This design comes from an exercise in tuning for small area on the open sky130 flow, not from production work.
Function was checked by simulation only, so behaviour that the tests miss may differ from the original.
Power figures rest on the tool's default switching activity, not on a simulated workload.

==> build 10: inputs <==
==> flow/design.v (excerpt) <==
module conv_sample_mem (
  input  logic                    clk,
  input  logic                    rst,
  input  logic                    ena,
  input  logic                    wr,
  input  logic                    rd,
  input  conv_mem_pkg::pix_addr_t addr,
  input  conv_mem_pkg::pixel_t    pixel,
  output conv_mem_pkg::window_t   window,
  output logic                    window_valid,
  output logic                    ack
);
Settings: LEC_CHECK=0, CAP_MARGIN=20, CORE_MARGIN=2, CORE_UTILIZATION=65, CTS_CLUSTER_DIAMETER=80, CTS_CLUSTER_SIZE=30, PLACE_DENSITY=0.8, SETUP_SLACK_MARGIN=0.25, SLEW_MARGIN=20, SYNTH_HIERARCHICAL=1; clock period 6.0 ns.
standard.sh (not shown) runs the stock make flow with config.mk's settings and CLKGATE_MAP_FILE= SYNTH_SCRIPT=/design/flow/synth_recipe.tcl, a recipe that flattens the netlist after the stock synthesis.
==> flow/flow/run.sh <==
#!/bin/bash
# The standard layout (standard synthesis unchanged), except that the
# port buffers are plain buf_1 cells instead of the delay buffer that
# buffer_ports picks by default, and that clock tree synthesis inserts no
# dummy loads (same clustering as config.mk's CTS_CLUSTER_* settings).
# make's full output goes to flow_make.log.
set -euo pipefail
cd "$(dirname "$0")/.."
bash standard.sh "BUFFER_PORTS_ARGS=-buffer_cell sky130_fd_sc_hd__buf_1" \
  "CTS_ARGS=-sink_clustering_enable -repair_clock_nets -sink_clustering_size 30 -sink_clustering_max_diameter 80 -dont_use_dummy_load" \
  finish > flow_make.log 2>&1
==> build 21: changes against build 10 <==
==> flow/flow/run.sh (replaced) <==
#!/bin/bash
# The standard layout (standard synthesis unchanged), except that the
# port buffers are plain buf_2 cells instead of the delay buffer that
# buffer_ports picks by default. make's full output goes to flow_make.log.
set -euo pipefail
cd "$(dirname "$0")/.."
bash standard.sh "BUFFER_PORTS_ARGS=-buffer_cell sky130_fd_sc_hd__buf_2" finish > flow_make.log 2>&1
--- a/flow/config.mk
+++ b/flow/config.mk
@@ -9,6 +9,6 @@
 export CORE_MARGIN = 2
-export CORE_UTILIZATION = 65
+export CORE_UTILIZATION = 75
 export CTS_CLUSTER_DIAMETER = 80
 export CTS_CLUSTER_SIZE = 30
-export PLACE_DENSITY = 0.8
+export PLACE_DENSITY = 0.9
 export SETUP_SLACK_MARGIN = 0.25
==> qor.txt <==
RR Endpoint -> img[117][1]
outcome -> no timing/DRC/antenna violations
Final clock-cell share -> 2.459%
GRT met2 Usage -> 54.16%
Util after Layout -> 71.03%
Tap Cells -> 837
R2R Setup Slk -> 3240 ps
The numbers above come from build 10.

==> qor.txt <==
R2R Setup Slk -> 3060 ps
outcome -> no timing/DRC/antenna violations
RR Endpoint -> img[86][3]
Util after Layout -> 81.96%
GRT met2 Usage -> 61.59%
Final clock-cell share -> 3.062%
Crit path required time -> 4800 ps
The numbers above come from build 21.


==> 11-11 <==
conv_sample_mem, a different RTL version from the one above (not shown whole).
==> flow/config.mk <==
export PLATFORM = sky130hd
export DESIGN_NAME = conv_sample_mem
export DESIGN_NICKNAME = conv_sample_mem
export VERILOG_FILES = /design/flow/design.v
export SDC_FILE = /design/flow/constraint.sdc
export NUM_CORES = 4
export LEC_CHECK = 0
export CAP_MARGIN = 20
export CORE_MARGIN = 2
export CORE_UTILIZATION = 65
export CTS_CLUSTER_DIAMETER = 80
export CTS_CLUSTER_SIZE = 30
export PLACE_DENSITY = 0.8
export SETUP_SLACK_MARGIN = 0.25
export SLEW_MARGIN = 20
export SYNTH_HIERARCHICAL = 1
==> flow/constraint.sdc <==
create_clock -name core_clock -period 6.0 [get_ports {clk}]
set_input_delay 1.2000 -clock core_clock [delete_from_list [all_inputs] [get_ports {clk}]]
set_output_delay 1.2000 -clock core_clock [all_outputs]
set_load 0.01 [all_outputs]
==> flow/flow/run.sh <==
#!/bin/bash
# The standard layout (standard synthesis unchanged), except that the
# port buffers are plain buf_2 cells instead of the delay buffer that
# buffer_ports picks by default. make's full output goes to flow_make.log.
set -euo pipefail
cd "$(dirname "$0")/.."
bash standard.sh "BUFFER_PORTS_ARGS=-buffer_cell sky130_fd_sc_hd__buf_2" finish > flow_make.log 2>&1
==> inputs of 04-17, as changes to 11-11 <==
--- a/flow/design.v
+++ b/flow/design.v
@@ -65,20 +65,14 @@
   logic [3:0] img [256];
   for (genvar j = 0; j < 16; j++) begin : g_pre
     assign hi_n[j] = ~(wr1 & (addr1[7:4] == 4'(j)));
     assign lo_n[j] = ~(addr1[3:0] == 4'(j));
   end
-  logic [255:0] nwe;
   for (genvar a = 0; a < 256; a++) begin : g_word
-    logic [3:0] d;
-    cell_nor2  u_we  (.a(hi_n[a / 16]), .b(lo_n[a % 16]), .y(we[a]));
-    cell_nand2 u_nwe (.a(~hi_n[a / 16]), .b(~lo_n[a % 16]), .y(nwe[a]));
-    for (genvar t = 0; t < 4; t++) begin : g_bit
-      cell_a22o u_d (.a(img[a][t]), .b(nwe[a]), .c(pix1[t]), .d(we[a]), .y(d[t]));
-    end
+    cell_nor2 u_we (.a(hi_n[a / 16]), .b(lo_n[a % 16]), .y(we[a]));
     always_ff @(posedge clk) begin
-      img[a] <= d;
+      if (we[a]) img[a] <= pix1;
     end
   end
   logic [3:0] col, row;
   assign col = addr2[3:0];
   assign row = addr2[7:4];
@@ -1689,22 +1683,10 @@
   input  logic a, b, c, d,
   output logic y
 );
   assign y = ~((a | b) & (c | d));
 endmodule
-module cell_nand2 (
-  input  logic a, b,
-  output logic y
-);
-  assign y = ~(a & b);
-endmodule
-module cell_a22o (
-  input  logic a, b, c, d,
-  output logic y
-);
-  assign y = (a & b) | (c & d);
-endmodule
 module cell_nor2 (
   input  logic a, b,
   output logic y
 );
   assign y = ~(a | b);
==> flow/config.mk (replaced) <==
export PLATFORM = sky130hd
export DESIGN_NAME = conv_sample_mem
export DESIGN_NICKNAME = conv_sample_mem
export VERILOG_FILES = /design/flow/design.v
export SDC_FILE = /design/flow/constraint.sdc
export NUM_CORES = 4
export LEC_CHECK = 0
export CAP_MARGIN = 20
export CORE_MARGIN = 2
export CORE_UTILIZATION = 60
export CTS_CLUSTER_DIAMETER = 80
export CTS_CLUSTER_SIZE = 30
export PLACE_DENSITY = 0.7
export SETUP_SLACK_MARGIN = 0.2
export SLEW_MARGIN = 20
export SYNTH_HIERARCHICAL = 1
==> inputs of 08-25, as changes to 11-11 <==
--- a/flow/design.v
+++ b/flow/design.v
@@ -65,20 +65,14 @@
   logic [3:0] img [256];
   for (genvar j = 0; j < 16; j++) begin : g_pre
     assign hi_n[j] = ~(wr1 & (addr1[7:4] == 4'(j)));
     assign lo_n[j] = ~(addr1[3:0] == 4'(j));
   end
-  logic [255:0] nwe;
   for (genvar a = 0; a < 256; a++) begin : g_word
-    logic [3:0] d;
-    cell_nor2  u_we  (.a(hi_n[a / 16]), .b(lo_n[a % 16]), .y(we[a]));
-    cell_nand2 u_nwe (.a(~hi_n[a / 16]), .b(~lo_n[a % 16]), .y(nwe[a]));
-    for (genvar t = 0; t < 4; t++) begin : g_bit
-      cell_a22o u_d (.a(img[a][t]), .b(nwe[a]), .c(pix1[t]), .d(we[a]), .y(d[t]));
-    end
+    cell_nor2 u_we (.a(hi_n[a / 16]), .b(lo_n[a % 16]), .y(we[a]));
     always_ff @(posedge clk) begin
-      img[a] <= d;
+      if (we[a]) img[a] <= pix1;
     end
   end
   logic [3:0] col, row;
   assign col = addr2[3:0];
   assign row = addr2[7:4];
@@ -92,24 +86,24 @@
   for (genvar b = 0; b < 4; b++) begin : g_ns1
     for (genvar k = 0; k < 4; k++) begin : g_k
       assign ns1[b][k] = ~(lt[b] ? gq[(k + 3) % 4] : gq[k]);
     end
   end
-  logic [3:0] hq [4];
-  logic [3:0] ra;
+  logic [3:0] row1;
+  assign row1 = row + 4'd1;
+  logic [3:0] hq0 [4], hq1 [4];
   for (genvar a = 0; a < 4; a++) begin : g_hq
-    assign ra[a] = (row[1:0] == 2'(a));
     for (genvar k = 0; k < 4; k++) begin : g_k
-      assign hq[a][k] = (row[3:2] == 2'(k)) & ~(2'(a) < row[1:0])
-                      | (row[3:2] == 2'((k + 3) % 4)) & (2'(a) < row[1:0]);
+      assign hq0[a][k] = (2'(row[3:2]  + 2'(2'(a) < row[1:0]))  == 2'(k));
+      assign hq1[a][k] = (2'(row1[3:2] + 2'(2'(a) < row1[1:0])) == 2'(k));
     end
   end
   logic [3:0] ns2 [4][4];
   for (genvar b = 0; b < 4; b++) begin : g_rb
     for (genvar a = 0; a < 4; a++) begin : g_a
       for (genvar k = 0; k < 4; k++) begin : g_k
-        assign ns2[a][b][k] = ~((cy[b] & ra[a]) ? hq[a][(k + 3) % 4] : hq[a][k]);
+        assign ns2[a][b][k] = ~(cy[b] ? hq1[a][k] : hq0[a][k]);
       end
     end
   end
   logic [1:0] rr [4];
   logic [1:0] row1l;
@@ -1689,22 +1683,10 @@
   input  logic a, b, c, d,
   output logic y
 );
   assign y = ~((a | b) & (c | d));
 endmodule
-module cell_nand2 (
-  input  logic a, b,
-  output logic y
-);
-  assign y = ~(a & b);
-endmodule
-module cell_a22o (
-  input  logic a, b, c, d,
-  output logic y
-);
-  assign y = (a & b) | (c & d);
-endmodule
 module cell_nor2 (
   input  logic a, b,
   output logic y
 );
   assign y = ~(a | b);
==> flow/run.sh (new file) <==
#!/bin/bash
# synth_recipe.tcl (not shown) runs the flow's synth.tcl, then flattens the netlist and writes it again
# the make line also repeats each setting of config.mk as NAME=value (left out here)
make -C /OpenROAD-flow-scripts/flow DESIGN_CONFIG=/design/flow/config.mk WORK_HOME=/design/flow/orfs CLKGATE_MAP_FILE= SYNTH_SCRIPT=/design/flow/synth_recipe.tcl finish
==> flow/config.mk (replaced) <==
export PLATFORM = sky130hd
export DESIGN_NAME = conv_sample_mem
export DESIGN_NICKNAME = conv_sample_mem
export VERILOG_FILES = /design/flow/design.v
export SDC_FILE = /design/flow/constraint.sdc
export NUM_CORES = 4
export LEC_CHECK = 0
export CAP_MARGIN = 20
export CORE_MARGIN = 2
export CORE_UTILIZATION = 60
export CTS_CLUSTER_DIAMETER = 80
export CTS_CLUSTER_SIZE = 30
export PLACE_DENSITY = 0.7
export SETUP_SLACK_MARGIN = 0.05
export SLEW_MARGIN = 20
export SYNTH_HIERARCHICAL = 1
removed: flow/flow/run.sh
removed: flow/standard.sh
==> notes.md <==
quantity	04-17	08-25	11-11
Outcome	no timing/DRC/antenna violations	finished with violations	no timing/DRC/antenna violations
Violated checks	-	setup timing	-
Seq. pwr	8.07 mW	8.06 mW	7.18 mW
Number of global-route vias before repair	25.28k	25.89k	34.98k
Sequential fraction of design power	61.9%	60.7%	57.4%
Post-route cell area	44210 sq um	45270 sq um	43940 sq um
Post-CTS Setup Repair Bufs	3	0	0
Clock group total power	3.57 mW	3.54 mW	3.57 mW
Maximum vdd ir drop	0.2433 mV	0.2630 mV	0.3784 mV
Endpoint of the worst hold-timing path	addr2[7]	addr2[4]	addr2[7]
Antenna fix cells	0	0	1
Sequential cell area in the final layout	31240 sq um	31230 sq um	20980 sq um
Multi-input gates	1651	1692	2954
Tap cell count	873	873	790
Worst-Skew Late Latency	0.62 ns	0.63 ns	0.64 ns
Worst min-delay path startpoint	addr1[7]	addr1[4]	addr1[7]
Path depth of the worst reg2reg path	3	3	5
Cell type of the slowest stage on the worst timing path	sky130_fd_sc_hd__dfxtp_4	sky130_fd_sc_hd__clkdlybuf4s50_1	sky130_fd_sc_hd__dfxtp_1

afterwards: timing with drivers on the ports:
The results above use ideal ports. As a check the final layouts listed here were re-extracted and re-timed, cells and wires unchanged.
Step 1, drivers: a clkbuf_16 drives clk and a buf_2 each remaining input, both assumed.
Step 2 adds t to the input delays and takes it off the output delays; t is the mean of the earliest and latest rising clock arrival at the registers after step 1. Input paths then give back, and output paths get back, about the clock's delay inside the block.
Slacks: ideal ports / drivers / drivers and shift; pairs: ideal ports / drivers.
run	t (ns)	setup slack, ns	worst setup path after step 2	worst register clock-pin slew, ns
build 10	0.667	0.153 / 0.088 / 0.756	register to output	0.11 / 0.11
build 21	0.682	0.156 / 0.093 / 0.775	register to output	0.11 / 0.11
11-11	0.701	0.301 / 0.232 / 0.932	register to output	0.12 / 0.12
04-17	0.670	0.130 / 0.067 / 0.737	register to output	0.11 / 0.11
08-25	0.691	-0.019 / -0.086 / 0.605	register to output	0.12 / 0.12
